What follows belongs to an exercise in optimizing a design on an open flow for small area, a short achievable clock period and few clock cycles per item; a production flow would make more cautious choices.
Where RTL was checked, it was by simulation tests only, not by an equivalence proof against the original.
Power figures rest on the tool's default switching activity, not on a simulated workload.

==> inputs of job 3486 <==
==> flow/design.v <==
module muldiv_unit #(
  parameter int XLEN = 32
) (
  input  logic            clk_i,
  input  logic            rst_i,
  input  logic            flush_i,
  input  logic            valid_i,
  output logic            ready_o,
  input  logic [2:0]      op_i,
  input  logic [XLEN-1:0] rs1_i,
  input  logic [XLEN-1:0] rs2_i,
  input  logic [4:0]      rd_addr_i,
  output logic            valid_o,
  input  logic            ready_i,
  output logic [XLEN-1:0] result_o,
  output logic [4:0]      rd_addr_o
);
  localparam logic [1:0] S_IDLE = 2'd0;
  localparam logic [1:0] S_PREP = 2'd1;
  localparam logic [1:0] S_ITER = 2'd2;
  localparam logic [1:0] S_FIX  = 2'd3;
  function automatic logic [4:0] msb_pos(input logic [31:0] x);
    logic [15:0] y16;
    logic [7:0]  y8;
    logic [3:0]  y4;
    logic [1:0]  y2;
    logic [4:0]  p;
    p[4] = |x[31:16];
    y16  = p[4] ? x[31:16] : x[15:0];
    p[3] = |y16[15:8];
    y8   = p[3] ? y16[15:8] : y16[7:0];
    p[2] = |y8[7:4];
    y4   = p[2] ? y8[7:4] : y8[3:0];
    p[1] = |y4[3:2];
    y2   = p[1] ? y4[3:2] : y4[1:0];
    p[0] = y2[1];
    msb_pos = p;
  endfunction
  logic [1:0]  state_q;
  logic [2:0]  op_q;
  logic [4:0]  rd_q;
  logic [31:0] r_q;      
  logic [31:0] m_q;      
  logic [31:0] x_q;      
  logic [4:0]  cnt_q;    
  logic [2:0]  j_q;      
  logic        neg_q;    
  logic        ready_q;
  logic        vo_q;
  logic [31:0] res_q;
  logic [4:0]  rdo_q;
  assign ready_o   = ready_q;
  assign valid_o   = vo_q;
  assign result_o  = res_q;
  assign rd_addr_o = rdo_q;
  logic accept;
  assign accept = valid_i & ready_q & ~flush_i;
  logic        is_mul;
  logic        sa_en, sb_en, na, nb;
  logic [31:0] abs_a, abs_b;
  logic        za, zb;
  logic [4:0]  pa, pb;
  logic        a_le_b;
  logic [4:0]  pm;
  logic [4:0]  dshift;
  logic [31:0] sh_in, sh_out;
  always_comb begin
    is_mul = ~op_q[2];
    sa_en  = (op_q == 3'd0) | (op_q == 3'd1) | (op_q == 3'd2) | (op_q == 3'd4) | (op_q == 3'd6);
    sb_en  = (op_q == 3'd0) | (op_q == 3'd1) | (op_q == 3'd4) | (op_q == 3'd6);
    na     = sa_en & r_q[31];
    nb     = sb_en & m_q[31];
    abs_a  = na ? (~r_q + 32'd1) : r_q;
    abs_b  = nb ? (~m_q + 32'd1) : m_q;
    za     = (r_q == 32'd0);
    zb     = (m_q == 32'd0);
    pa     = msb_pos(abs_a);
    pb     = msb_pos(abs_b);
    a_le_b = (pa <= pb);
    pm     = a_le_b ? pa : pb;
    dshift = pa - pb;
    sh_in  = (is_mul & a_le_b) ? abs_b : (is_mul ? abs_a : abs_b);
    sh_out = sh_in << (is_mul ? 5'd0 : dshift);
  end
  logic [35:0] msum;
  logic [32:0] ddiff;
  logic        qb;
  always_comb begin
    msum  = {4'd0, r_q}
          + ({36{x_q[0]}} & {4'd0, m_q})
          + ({36{x_q[1]}} & {3'd0, m_q, 1'b0})
          + ({36{x_q[2]}} & {2'd0, m_q, 2'b0})
          + ({36{x_q[3]}} & {1'd0, m_q, 3'b0});
    ddiff = {1'b0, r_q} - {1'b0, m_q};
    qb    = ~ddiff[32];
  end
  logic [63:0] fsrc;
  logic [63:0] fsh;
  logic [31:0] fval;
  logic [31:0] lomask;
  logic        lo_zero;
  logic        fcin;
  logic [31:0] fres;
  always_comb begin
    fsrc    = (op_q == 3'd0) ? {r_q, x_q} : {32'd0, r_q};
    fsh     = fsrc >> {j_q, 2'b00};
    lomask  = ~(32'hFFFF_FFFF << {j_q, 2'b00});
    lo_zero = (x_q == 32'd0) & ((r_q & lomask) == 32'd0);
    if (is_mul) begin
      fval = fsh[31:0];
      fcin = (op_q == 3'd0) | lo_zero;
    end else begin
      fval = op_q[1] ? r_q : x_q;
      fcin = 1'b1;
    end
    fres = (fval ^ {32{neg_q}}) + {31'd0, neg_q & fcin};
  end
  logic [1:0]  state_d;
  logic        vo_d;
  logic        fix_done;
  always_comb begin
    fix_done = (state_q == S_FIX) & (~vo_q | ready_i);
    state_d  = state_q;
    case (state_q)
      S_PREP: begin
        if (is_mul) state_d = (za | zb) ? S_FIX : S_ITER;
        else        state_d = (zb | za | (pa < pb)) ? S_FIX : S_ITER;
      end
      S_ITER:  if (cnt_q == 5'd0) state_d = S_FIX;
      S_FIX:   if (fix_done) state_d = S_IDLE;
      default: state_d = state_q;
    endcase
    if (accept) state_d = S_PREP;
    if (flush_i) state_d = S_IDLE;
    vo_d = vo_q;
    if (ready_i) vo_d = 1'b0;
    if (fix_done) vo_d = 1'b1;
    if (flush_i) vo_d = 1'b0;
  end
  always_ff @(posedge clk_i) begin
    if (rst_i) begin
      state_q <= S_IDLE;
      vo_q    <= 1'b0;
      ready_q <= 1'b1;
    end else begin
      state_q <= state_d;
      vo_q    <= vo_d;
      ready_q <= (state_d == S_IDLE) | ((state_d == S_FIX) & ~vo_d);
    end
  end
  always_ff @(posedge clk_i) begin
    if (fix_done) begin
      res_q <= fres;
      rdo_q <= rd_q;
    end
  end
  always_ff @(posedge clk_i) begin
    if (accept) begin
      op_q <= op_i;
      rd_q <= rd_addr_i;
      r_q  <= rs1_i;
      m_q  <= rs2_i;
    end else begin
      case (state_q)
        S_PREP: begin
          if (is_mul) begin
            neg_q <= na ^ nb;
            r_q   <= 32'd0;
            m_q   <= sh_out;
            x_q   <= (za | zb) ? 32'd0 : (a_le_b ? abs_a : abs_b);
            cnt_q <= {2'd0, pm[4:2]};
            j_q   <= ~pm[4:2];
          end else begin
            neg_q <= op_q[1] ? na : ((na ^ nb) & ~zb);
            r_q   <= abs_a;
            m_q   <= sh_out;
            x_q   <= zb ? 32'hFFFF_FFFF : 32'd0;
            cnt_q <= dshift;
          end
        end
        S_ITER: begin
          cnt_q <= cnt_q - 5'd1;
          if (is_mul) begin
            r_q <= msum[35:4];
            x_q <= {msum[3:0], x_q[31:4]};
          end else begin
            if (qb) r_q <= ddiff[31:0];
            x_q <= {x_q[30:0], qb};
            m_q <= {1'b0, m_q[31:1]};
          end
        end
        default: ;
      endcase
    end
  end
endmodule
==> flow/run.sh <==
#!/bin/bash
# synth_recipe.tcl (not shown) runs the flow's synth.tcl, then flattens the netlist and writes it again
# the make line also repeats each setting of config.mk as NAME=value (left out here)
make -C /OpenROAD-flow-scripts/flow DESIGN_CONFIG=/design/flow/config.mk WORK_HOME=/design/flow/orfs CLKGATE_MAP_FILE= SYNTH_SCRIPT=/design/flow/synth_recipe.tcl finish
==> flow/config.mk <==
export PLATFORM = sky130hd
export DESIGN_NAME = muldiv_unit
export DESIGN_NICKNAME = muldiv_unit
export VERILOG_FILES = /design/flow/design.v
export SDC_FILE = /design/flow/constraint.sdc
export NUM_CORES = 4
export LEC_CHECK = 0
export CAP_MARGIN = 20
export CORE_MARGIN = 2
export CORE_UTILIZATION = 40
export SETUP_SLACK_MARGIN = 5
export SLEW_MARGIN = 20
==> flow/constraint.sdc <==
create_clock -name core_clock -period 12.0 [get_ports {clk_i}]
set_input_delay 2.4000 -clock core_clock [delete_from_list [all_inputs] [get_ports {clk_i}]]
set_output_delay 2.4000 -clock core_clock [all_outputs]
set_load 0.01 [all_outputs]
==> job 6149 (differences from job 3486) <==
Settings changed: SETUP_SLACK_MARGIN 5 to not set.
==> job 3349 (differences from job 3486) <==
==> flow/design.v, changed modules only <==
module muldiv_unit #(
  parameter int XLEN = 32
) (
  input  logic            clk_i,
  input  logic            rst_i,
  input  logic            flush_i,
  input  logic            valid_i,
  output logic            ready_o,
  input  logic [2:0]      op_i,
  input  logic [XLEN-1:0] rs1_i,
  input  logic [XLEN-1:0] rs2_i,
  input  logic [4:0]      rd_addr_i,
  output logic            valid_o,
  input  logic            ready_i,
  output logic [XLEN-1:0] result_o,
  output logic [4:0]      rd_addr_o
);
  localparam logic [2:0] S_IDLE = 3'd0;
  localparam logic [2:0] S_P1   = 3'd1;
  localparam logic [2:0] S_P2   = 3'd2;
  localparam logic [2:0] S_P3   = 3'd3;
  localparam logic [2:0] S_ITER = 3'd4;
  localparam logic [2:0] S_F1   = 3'd5;
  localparam logic [2:0] S_F2   = 3'd6;
  function automatic logic [4:0] msb_pos(input logic [31:0] x);
    logic [15:0] y16;
    logic [7:0]  y8;
    logic [3:0]  y4;
    logic [1:0]  y2;
    logic [4:0]  p;
    p[4] = |x[31:16];
    y16  = p[4] ? x[31:16] : x[15:0];
    p[3] = |y16[15:8];
    y8   = p[3] ? y16[15:8] : y16[7:0];
    p[2] = |y8[7:4];
    y4   = p[2] ? y8[7:4] : y8[3:0];
    p[1] = |y4[3:2];
    y2   = p[1] ? y4[3:2] : y4[1:0];
    p[0] = y2[1];
    msb_pos = p;
  endfunction
  logic [2:0]  state_q;
  logic [2:0]  op_q;
  logic [4:0]  rd_q;
  logic [33:0] r_q;      
  logic [33:0] c_q;      
  logic        ci_q;     
  logic [31:0] m_q;      
  logic [31:0] x_q;      
  logic [4:0]  cnt_q;    
  logic [2:0]  j_q;      
  logic        neg_q;    
  logic        ready_q;
  logic        vo_q;
  logic [31:0] res_q;
  logic [4:0]  rdo_q;
  assign ready_o   = ready_q;
  assign valid_o   = vo_q;
  assign result_o  = res_q;
  assign rd_addr_o = rdo_q;
  logic accept;
  assign accept = valid_i & ready_q & ~flush_i;
  logic is_mul;
  assign is_mul = ~op_q[2];
  logic        sa_en, sb_en, na, nb;
  logic [31:0] abs_a, abs_b;
  always_comb begin
    sa_en = (op_q == 3'd0) | (op_q == 3'd1) | (op_q == 3'd2) | (op_q == 3'd4) | (op_q == 3'd6);
    sb_en = (op_q == 3'd0) | (op_q == 3'd1) | (op_q == 3'd4) | (op_q == 3'd6);
    na    = sa_en & r_q[31];
    nb    = sb_en & m_q[31];
    abs_a = na ? (~r_q[31:0] + 32'd1) : r_q[31:0];
    abs_b = nb ? (~m_q + 32'd1) : m_q;
  end
  logic        za, zb;
  logic [4:0]  pa, pb;
  logic        a_le_b;
  logic [4:0]  pm;
  always_comb begin
    za     = (r_q[31:0] == 32'd0);
    zb     = (m_q == 32'd0);
    pa     = msb_pos(r_q[31:0]);
    pb     = msb_pos(m_q);
    a_le_b = (pa <= pb);
    pm     = a_le_b ? pa : pb;
  end
  logic [37:0] pp0, pp1, pp2, pp3, acs, acc;
  logic [37:0] s1, c1, s2, c2, s3, c3, s4, c4;
  logic [4:0]  low5;
  always_comb begin
    acs = {4'd0, r_q};
    acc = {4'd0, c_q};
    pp0 = {38{x_q[0]}} & {6'd0, m_q};
    pp1 = {38{x_q[1]}} & {5'd0, m_q, 1'b0};
    pp2 = {38{x_q[2]}} & {4'd0, m_q, 2'b0};
    pp3 = {38{x_q[3]}} & {3'd0, m_q, 3'b0};
    s1 = acs ^ acc ^ pp0;
    c1 = ((acs & acc) | (acs & pp0) | (acc & pp0)) << 1;
    s2 = pp1 ^ pp2 ^ pp3;
    c2 = ((pp1 & pp2) | (pp1 & pp3) | (pp2 & pp3)) << 1;
    s3 = s1 ^ c1 ^ s2;
    c3 = ((s1 & c1) | (s1 & s2) | (c1 & s2)) << 1;
    s4 = s3 ^ c3 ^ c2;
    c4 = ((s3 & c3) | (s3 & c2) | (c3 & c2)) << 1;
    low5 = {1'b0, s4[3:0]} + {1'b0, c4[3:0]} + {4'd0, ci_q};
  end
  logic [33:0] add_b;
  logic        add_ci;
  logic [33:0] add_s;
  logic        qb;
  always_comb begin
    add_b  = is_mul ? c_q : ~{2'b00, m_q};
    add_ci = is_mul ? ci_q : 1'b1;
    add_s  = r_q + add_b + {33'd0, add_ci};
    qb     = ~add_s[33];
  end
  logic [63:0] fsrc;
  logic [63:0] fsh;
  logic [31:0] fval;
  logic [31:0] lomask;
  logic        lo_zero;
  logic        fcin;
  logic [31:0] fres;
  always_comb begin
    fsrc    = (op_q == 3'd0) ? {r_q[31:0], x_q} : {32'd0, r_q[31:0]};
    fsh     = fsrc >> {j_q, 2'b00};
    lomask  = ~(32'hFFFF_FFFF << {j_q, 2'b00});
    lo_zero = (x_q == 32'd0) & ((r_q[31:0] & lomask) == 32'd0);
    if (is_mul) begin
      fval = fsh[31:0];
      fcin = (op_q == 3'd0) | lo_zero;
    end else begin
      fval = op_q[1] ? r_q[31:0] : x_q;
      fcin = 1'b1;
    end
    fres = (fval ^ {32{neg_q}}) + {31'd0, neg_q & fcin};
  end
  logic [2:0]  state_d;
  logic        vo_d;
  logic        fix_done;
  always_comb begin
    fix_done = (state_q == S_F2) & (~vo_q | ready_i);
    state_d  = state_q;
    case (state_q)
      S_P1: state_d = S_P2;
      S_P2: begin
        if (is_mul) state_d = (za | zb) ? S_F2 : S_ITER;
        else        state_d = (zb | za | (pa < pb)) ? S_F2 : S_P3;
      end
      S_P3: state_d = S_ITER;
      S_ITER: if (cnt_q == 5'd0) state_d = is_mul ? S_F1 : S_F2;
      S_F1: state_d = S_F2;
      S_F2: if (fix_done) state_d = S_IDLE;
      default: state_d = state_q;
    endcase
    if (accept) state_d = S_P1;
    if (flush_i) state_d = S_IDLE;
    vo_d = vo_q;
    if (ready_i) vo_d = 1'b0;
    if (fix_done) vo_d = 1'b1;
    if (flush_i) vo_d = 1'b0;
  end
  always_ff @(posedge clk_i) begin
    if (rst_i) begin
      state_q <= S_IDLE;
      vo_q    <= 1'b0;
      ready_q <= 1'b1;
    end else begin
      state_q <= state_d;
      vo_q    <= vo_d;
      ready_q <= (state_d == S_IDLE) | ((state_d == S_F2) & ~vo_d);
    end
  end
  always_ff @(posedge clk_i) begin
    if (fix_done) begin
      res_q <= fres;
      rdo_q <= rd_q;
    end
  end
  always_ff @(posedge clk_i) begin
    if (accept) begin
      op_q <= op_i;
      rd_q <= rd_addr_i;
      r_q  <= {2'b00, rs1_i};
      m_q  <= rs2_i;
    end else begin
      case (state_q)
        S_P1: begin
          r_q   <= {2'b00, abs_a};
          m_q   <= abs_b;
          neg_q <= (is_mul | ~op_q[1]) ? (na ^ nb) : na;
        end
        S_P2: begin
          if (is_mul) begin
            r_q   <= '0;
            c_q   <= '0;
            ci_q  <= 1'b0;
            if (~a_le_b) m_q <= r_q[31:0];
            x_q   <= (za | zb) ? 32'd0 : (a_le_b ? r_q[31:0] : m_q);
            cnt_q <= {2'd0, pm[4:2]};
            j_q   <= ~pm[4:2];
          end else begin
            if (zb & ~op_q[1]) neg_q <= 1'b0;
            x_q   <= zb ? 32'hFFFF_FFFF : 32'd0;
            cnt_q <= pa - pb;
          end
        end
        S_P3: begin
          m_q <= m_q << cnt_q;
        end
        S_ITER: begin
          cnt_q <= cnt_q - 5'd1;
          if (is_mul) begin
            r_q  <= s4[37:4];
            c_q  <= c4[37:4];
            ci_q <= low5[4];
            x_q  <= {low5[3:0], x_q[31:4]};
          end else begin
            if (qb) r_q <= {2'b00, add_s[31:0]};
            x_q <= {x_q[30:0], qb};
            m_q <= {1'b0, m_q[31:1]};
          end
        end
        S_F1: begin
          r_q <= add_s;
        end
        default: ;
      endcase
    end
  end
endmodule
==> flow/flow/run.sh (new file) <==
#!/bin/bash
set -euo pipefail
export SETUP_SLACK_MARGIN=8
bash standard.sh > standard_flow.log 2>&1
==> flow/standard.sh (new file) <==
#!/bin/bash
# synth_recipe.tcl (not shown) runs the flow's synth.tcl, then flattens the netlist and writes it again
# the make line also repeats each setting of config.mk as NAME=value (left out here)
make -C /OpenROAD-flow-scripts/flow DESIGN_CONFIG=/design/flow/config.mk WORK_HOME=/design/flow/orfs CLKGATE_MAP_FILE= SYNTH_SCRIPT=/design/flow/synth_recipe.tcl "${@:-finish}"
Settings changed: SETUP_SLACK_MARGIN 5 to not set.
removed: flow/run.sh
==> qor summary <==
	job 3486	job 3349	job 6149
Result of the run	no timing/DRC/antenna violations	no timing/DRC/antenna violations	no timing/DRC/antenna violations
Storage cell area	4580 µm²	5640 µm²	4580 µm²
Post-synthesis adder-cell area fraction	13.2%	14.1%	13.2%
Vias in the first global route	22843	22254	22401
Logic depth of the worst setup path including buffers	29	19	28
Max-slew headroom at the worst pin	17.4%	19.9%	17.0%
Via count normalized by instance count	6.51	6.64	6.52
Met1 usage	47.4%	42.7%	49.5%
Die area	57800 µm²	58500 µm²	57800 µm²
Sequential share of cell area	16.9%	19.9%	18.2%
Instance count of the mapped netlist	2774	2512	2774
GRT met3 Usage	7.81%	9.79%	6.12%
Sequential group power	915 µW	778 µW	953 µW
Total number of vias	23882	22676	23266
Capture point of the worst reg-to-reg path	m_q[30]	x_q[30]	m_q[17]
Testbench counts of job 3486, summed over its fixed seeds: cycles 21,891, ops 3,200.
Testbench counts of job 6149, summed over its fixed seeds: cycles 21,891, ops 3,200.
Function not checked in job 3349: the RTL went through the layout flow alone.

==> afterwards: timing with drivers on the ports <==
In the flow no input, the clock included, has a driving cell. The finished layouts below were timed again as built, in two steps. Step 1: set_driving_cell puts a clkbuf_16 on clk_i and a buf_2 on each other input, an assumption about the parent block. Step 2 adds t to the input delays and takes it off the output delays; t is the mean of the earliest and latest rising clock arrival at the registers after step 1. Input paths then give back, and output paths get back, about the clock's delay inside the block. a / b / c = no drivers / after step 1 / after step 2; a / b = the first two.
run	t (ns)	setup WS [ns]	worst register clock-pin slew, ns	worst slew at a driven data input, ns
job 3486	0.567	4.787 / 4.787 / 4.787	0.09 / 0.09	0.06
job 6149	0.568	2.158 / 2.158 / 2.158	0.10 / 0.10	0.09
job 3349	0.578	7.336 / 7.336 / 7.336	0.09 / 0.09	0.06
After both steps every run listed still meets setup and hold.
